What follows belongs to an exercise in optimizing a design on an open flow for small area and a short achievable clock period; a production flow would make more cautious choices. Function was checked by simulation only, so behaviour that the tests miss may differ from the original. No activity file was given, so power comes from the tool's default toggle rates.

`flow/design.v`:
```
package mem_pkg;
   localparam int WORD_SIZE = 16;
   typedef enum logic {
      IDLE,
      BUSY
   } mem_state_t;
   typedef enum logic {
      OP_READ,
      OP_WRITE
   } mem_op_t;
   typedef struct packed {
      logic [WORD_SIZE-1:0] addr;
      logic [WORD_SIZE-1:0] wrdata;
      mem_op_t              op;
   } mem_req_t;
   function automatic mem_op_t req_op(input logic wr);
      req_op = wr ? OP_WRITE : OP_READ;
   endfunction
endpackage
module sp_ram #(
   parameter int WORD_SIZE = 16,
   parameter int DEPTH     = 256
) (
   input  logic                     clk,
   input  logic                     we,
   input  logic [$clog2(DEPTH)-1:0] addr,
   input  logic [WORD_SIZE-1:0]     wdata,
   output logic [WORD_SIZE-1:0]     rdata
);
   logic [WORD_SIZE-1:0] mem [DEPTH];
   always_ff @(posedge clk) begin
      if (we) mem[addr] <= wdata;
      rdata <= mem[addr];
   end
endmodule
import mem_pkg::*;
module data_mem_responder #(
   parameter int DEPTH       = 256,
   parameter int WAIT_STATES = 2
) (
   input  logic                 Clock,
   input  logic                 Reset,
   input  logic [WORD_SIZE-1:0] Addr,
   input  logic [WORD_SIZE-1:0] WrData,
   input  logic                 Write,
   input  logic                 Read,
   output logic [WORD_SIZE-1:0] RdData,
   output logic                 Waitreq,
   output logic                 ProtoErr
   ,
   output logic [WORD_SIZE-1:0] ReadCount,
   output logic [WORD_SIZE-1:0] WriteCount
);
   localparam int AW = $clog2(DEPTH);
   localparam int WS = (WAIT_STATES < 1) ? 1 : WAIT_STATES;
   localparam int CW = (WS > 1) ? $clog2(WS) : 1;
   mem_pkg::mem_state_t state;
   mem_pkg::mem_state_t state_nxt;
   logic [CW-1:0]        cnt;
   mem_pkg::mem_req_t req_l;
   logic [WORD_SIZE-1:0] rd_hold;
   logic [WORD_SIZE-1:0] ram_rdata;
   logic [AW-1:0]        ram_addr;
   logic                 req;
   logic                 last;
   logic                 done;
   logic                 ram_we;
   logic                 proto_hit;
   mem_pkg::mem_op_t cur_op;
   assign req    = Read | Write;
   assign cur_op = mem_pkg::req_op(Write);
   assign last   = (state == BUSY) && (cnt == '0);
   always_ff @(posedge Clock) begin
      if (Reset) state <= IDLE;
      else       state <= state_nxt;
   end
   always_comb begin
      state_nxt = state;
      unique case (state)
         IDLE: if (req) state_nxt = BUSY;
         BUSY: if (!req || cnt == '0) state_nxt = IDLE;
         default: state_nxt = IDLE;
      endcase
   end
   always_comb begin
      Waitreq  = 1'b0;
      done     = 1'b0;
      ram_we   = 1'b0;
      ram_addr = Addr[AW-1:0];
      RdData   = rd_hold;
      if (state == BUSY) ram_addr = req_l.addr[AW-1:0];
      if (!Reset) begin
         Waitreq = req & ~last;
         done    = req & last;
         ram_we  = done & (req_l.op == OP_WRITE);
         if (done && req_l.op == OP_READ) RdData = ram_rdata;
      end
   end
   always_comb begin
      proto_hit = Read & Write;
      if (state == BUSY) begin
         if (!req) begin
            proto_hit = 1'b1;
         end else if (Waitreq &&
                      (Addr != req_l.addr ||
                       WrData != req_l.wrdata ||
                       cur_op != req_l.op)) begin
            proto_hit = 1'b1;
         end
      end
   end
   always_ff @(posedge Clock) begin
      if (Reset) begin
         cnt      <= '0;
         req_l    <= '0;
         rd_hold  <= '0;
         ProtoErr <= 1'b0;
      end else begin
         if (state == IDLE && req) begin
            req_l.addr   <= Addr;
            req_l.wrdata <= WrData;
            req_l.op     <= cur_op;
            cnt          <= CW'(WS - 1);
         end else if (state == BUSY && req && cnt != '0) begin
            cnt <= cnt - CW'(1);
         end
         if (done && req_l.op == OP_READ) rd_hold <= ram_rdata;
         if (proto_hit) ProtoErr <= 1'b1;
      end
   end
   always_ff @(posedge Clock) begin
      if (Reset) begin
         ReadCount  <= '0;
         WriteCount <= '0;
      end else if (done) begin
         if (req_l.op == OP_READ) begin
            if (ReadCount != '1)
               ReadCount <= ReadCount + WORD_SIZE'(1);
         end else if (WriteCount != '1) begin
            WriteCount <= WriteCount + WORD_SIZE'(1);
         end
      end
   end
   sp_ram #(
      .WORD_SIZE(WORD_SIZE),
      .DEPTH    (DEPTH)
   ) u_ram (
      .clk  (Clock),
      .we   (ram_we),
      .addr (ram_addr),
      .wdata(req_l.wrdata),
      .rdata(ram_rdata)
   );
endmodule
```
`flow/run.sh`:
```
#!/bin/bash
# synth_recipe.tcl (not shown) runs the flow's synth.tcl, then flattens the netlist and writes it again
# the make line also repeats each setting of config.mk as NAME=value (left out here)
make -C /OpenROAD-flow-scripts/flow DESIGN_CONFIG=/design/flow/config.mk WORK_HOME=/design/flow/orfs CLKGATE_MAP_FILE= SYNTH_SCRIPT=/design/flow/synth_recipe.tcl finish
```
`flow/config.mk`:
```
export PLATFORM = sky130hd
export DESIGN_NAME = data_mem_responder
export DESIGN_NICKNAME = data_mem_responder
export VERILOG_FILES = /design/flow/design.v
export SDC_FILE = /design/flow/constraint.sdc
export NUM_CORES = 4
export LEC_CHECK = 0
export CAP_MARGIN = 20
export CORE_MARGIN = 2
export CORE_UTILIZATION = 40
export SLEW_MARGIN = 20
```
`flow/constraint.sdc`:
```
create_clock -name core_clock -period 5.2 [get_ports {Clock}]
set_input_delay 1.0400 -clock core_clock [delete_from_list [all_inputs] [get_ports {Clock}]]
set_output_delay 1.0400 -clock core_clock [all_outputs]
set_load 0.01 [all_outputs]
```
==> impl_metrics.py <==
metrics = {
    "grt": {
        "grt_pass1_vias": 85200,
        "grt_pass1_wl_microns": 624000,
        "grt.overflow.total": 0,
        "antenna_found_initial": 23,
        "grt_max_degree": 193,
        "gr-usage-all-layers": 0.211,
    },
    "clock_tree": {
        "post_cts_buffers": 0,
        "clk_path_buf_depth": 4,
        "clock_latency_ns": 0.98,
        "cts_resized": 0,
        "cts_tree": "done",
        "ctsHoldBuffers": 0,
        "clkTransAtPathRegs_ns": 0.06,
        "clock_sinks": 4196,
        "cts_root_buffer": "clkbuf_16",
        "cts_max_level": 5,
        "cts_buffers": 418,
    },
    "floorplanning": {
        "coreArea_sq_um": 399000,
        "die_area_sq_um": 407000,
        "boundaryPins": 86,
        "die_w_microns": 638,
        "row_count": 232,
        "die_h_microns": 638,
        "start_util": 0.402,
    },
    "finish": {
        "design_area_sq_um": 188000,
        "drive_above_1_share": 0.162,
        "area.growth.synth_to_final_pct": 17.3,
        "fillCellCount": 33100,
        "fin_nets": 9785,
    },
    "routing": {
        "drcViolationCount": 0,
        "vias": 87800,
        "route.detailed.wl_per_inst_microns": 28.9,
        "routed_wl_microns": 444000,
        "firstDrtPassIters": 6,
        "final_antenna_net_count": 0,
        "vias_per_cell": 5.71,
        "drtIter0Drc": 10500,
    },
    "setup_path": {
        "start_kind": "flop",
        "path_cells": "mux2_8 -> buf_12 -> buf_4 -> buf_4 -> mux2i_1 -> o22ai_1 -> o41ai_1 -> a41oi_1 -> a2111o_1",
        "crit_type": "flop to flop",
        "worst_path_max_delay_cell": "o41ai_1",
        "crit_required_ns": 6.04,
        "cp.arrival_ns": 5.57,
        "slowest_delay_ns": 0.93,
        "path_max_fanout": 33,
        "r2r_cells": 9,
        "crit_top_cell": "buf_4",
        "end_kind": "flop",
    },
    "run_status": {
        "status": "timing/DRC/antenna clean",
    },
    "placement": {
        "gp_congestion": 0.872,
        "io_buffers": 85,
        "dpl_cell_area_sq_um": 175000,
        "dp_hpwl_microns": 277000,
    },
    "timing": {
        "finalSetupTns_ns": 0,
        "rsz0062_at_grt": "no",
        "setup_viol": 0,
        "max_freq_mhz": 211,
        "hold_viol": 0,
        "slew_violations": 0,
        "fin_crit_sh": 0.910,
        "holdWs_ns": 0.457,
        "slew_headroom": 0.117,
        "fin_crit_ns": 4.73,
        "tightest_slew_ns": 1.32,
        "skew_ns": 0.0539,
    },
    "logic_synthesis": {
        "ys_ff_latch": 4196,
        "synthTopCellsByArea": "edfxtp_1 (77%), mux2i_1 (13%), o22ai_1 (4.0%), o41ai_1 (1.4%), dfxtp_1 (1.2%)",
        "post-synth-top-area-cell": "edfxtp_1",
        "synth_cell_types": 41,
        "syn_nets": 8873,
        "syn-cell-area_sq_um": 161000,
        "synth-edff-count": 4096,
        "synth.avg_cell_area_sq_um": 18.2,
        "netlist_instances": 8835,
        "ys_async_sr_fraction": 0,
        "synth_top_area_frac": 0.766,
        "yosysSeqAreaShare": 0.778,
        "ys.flop_type": "edfxtp_1",
        "synth_warnings": 2,
    },
    "pwr": {
        "leakage_uw": 0.0648,
        "power_density_nw_per_um2": 389,
        "peakVddDrop_v": 0.000297,
    },
    "hold_path": {
        "hold_depth": 2,
        "hold_class": "flop to flop",
    },
    "flow_run": {
        "maxCapViolations": 0,
    },
}
-- final timing paths --
| kind | from | end | slack [ns] |
|---|---|---|---|
| max reg2reg | state | u_ram.rdata[0] | 0.47 |
| min | rd_hold[8] | rd_hold[8] | 0.46 |
| max | state | u_ram.rdata[0] | 0.47 |
| min reg2reg | rd_hold[8] | rd_hold[8] | 0.46 |
-- stage by stage --
stage / std cells / utilization / worst slack (ns) / power [uW]
2_1_floorplan: 8835 / - / 0.391 / 41200
3_3_place_gp: 14600 / 0.437 / -0.283 / 43600
3_5_place_dp: 14600 / 0.437 / -0.174 / 43700
4_1_cts: 15400 / 0.472 / 0.576 / 73600
5_1_grt: 15400 / 0.472 / 0.426 / 75200
6_report: 15400 / 0.472 / 0.466 / 73300
-- flip-flops by register name, summed over array words and instances (netlist names) --
signal,flops
cnt,1
rd_hold,16
WriteCount,16
ReadCount,16
req_l,33
state,1
u_ram.rdata,16
ProtoErr,1
u_ram.mem,4096
-- power breakdown --
part | leakage (uW) | switching (uW) | internal, uW
Sequential | 0.0396 | 293 | 37300
Combinational | 0.0185 | 3450 | 1930
Clock | 0.00672 | 12700 | 17600
-- layout by cell type (no fill, tap or decap), types with 17 or more instances in the layout --
cell type / netlist / layout
edfxtp_1: 4096 / 4096
mux2i_1: 2052 / 2052
o22ai_1: 1024 / 1024
buf_4: 9 / 833
clkbuf_16: 0 / 429
nor2_1: 289 / 288
o41ai_1: 256 / 247
nand2_1: 155 / 131
buf_12: 0 / 117
clkinv_1: 0 / 93
clkdlybuf4s50_1: 0 / 84
dfxtp_1: 100 / 83
clkbuf_1: 292 / 76
clkinv_2: 0 / 76
a21oi_1: 59 / 59
a41oi_1: 48 / 48
bufinv_16: 0 / 46
nand4_1: 32 / 32
xor2_1: 31 / 31
xnor2_1: 26 / 26
clkinvlp_4: 0 / 20
mux2_2: 17 / 17
-- layout make-up --
type | count | area (sq um) | share of cell area
Antenna cell | 5 | 12.5 | 0.0000664
Clock buffer | 519 | 11200 | 0.0595
Clock inverter | 259 | 2570 | 0.0136
Multi-Input combinational cell | 4093 | 33500 | 0.178
Sequential cell | 4196 | 125000 | 0.664
Tap cell | 5265 | 6590 | 0.0350
Timing Repair Buffer | 1038 | 9530 | 0.0506
-- synth_stat cells (2+ instances only) --
cell and number:
a2111o_1 16, a21o_1 3, a21oi_1 59, a41oi_1 48, and3_1 4, and4_1 3, buf_1 35, buf_2 200
buf_4 9, buf_6 10, clkbuf_1 292, dfxtp_1 100, edfxtp_1 4096, ha_1 2, mux2_2 17, mux2i_1 2052
nand2_1 155, nand2b_1 8, nand3_1 8, nand3b_1 6, nand4_1 32, nor2_1 289, nor3_1 10, nor3b_1 2
nor4_1 7, o21a_1 2, o21ai_0 14, o21ai_1 3, o22ai_1 1024, o41ai_1 256, or3_1 8, xnor2_1 26
xor2_1 31
-- kinds of logic after synthesis --
group | after synthesis | synth area share
flip-flops | 4196 | 0.778
multiplexers | 2070 | 0.129
AND/OR/NAND/NOR | 537 | 0.0140
AO/OA/AOI/OAI | 1427 | 0.0604
buffers and inverters | 546 | 0.0150
adder cells (fa/ha/maj) | 2 | 0.000156
XOR/XNOR | 57 | 0.00311
-- routing by layer --
metal	vias up	global-route usage	routed length, microns
met5	-	0	13
met4	2	0.0580	11900
met3	546	0.0277	34900
met2	3651	0.337	207000
met1	45800	0.305	190000
li1	37900	-	-
-- worst max-delay path: cells and delay by family (launching register included) --
family | cells | cell delay (ns)
buffers and inverters | 3 | 0.95
AO/OA/AOI/OAI | 4 | 2.09
flip-flops | 1 | 0.63
multiplexers | 2 | 0.84

==> separate check: timing with driven ports <==
How much do the figures lean on ideal ports? The routed layout below was timed once more, with nothing changed but the port constraints. Step 1 assumes that a clkbuf_16 drives the clock port and a buf_2 every other input. Step 2 moves the port delays by t, midway between the first and last clock arrival at a register: inputs arrive t later, outputs are due t later. That takes back most of the time a late clock gives input paths. Slacks: no drivers / after step 1 / after step 2; pairs: no drivers / after step 1.
t (ns): 1.074
slack for setup (ns): 0.466 / 0.466 / -0.502
worst setup path at the end: input to register
clock arrival spread, ns: 0.066 / 0.066
worst slew at a driven data input, ns: 0.09
With both steps, setup timing fails in this run, where it was met with ideal ports. For this run, drivers alone change the setup slack by 0.000 ns; drivers and shift together by -0.968 ns.
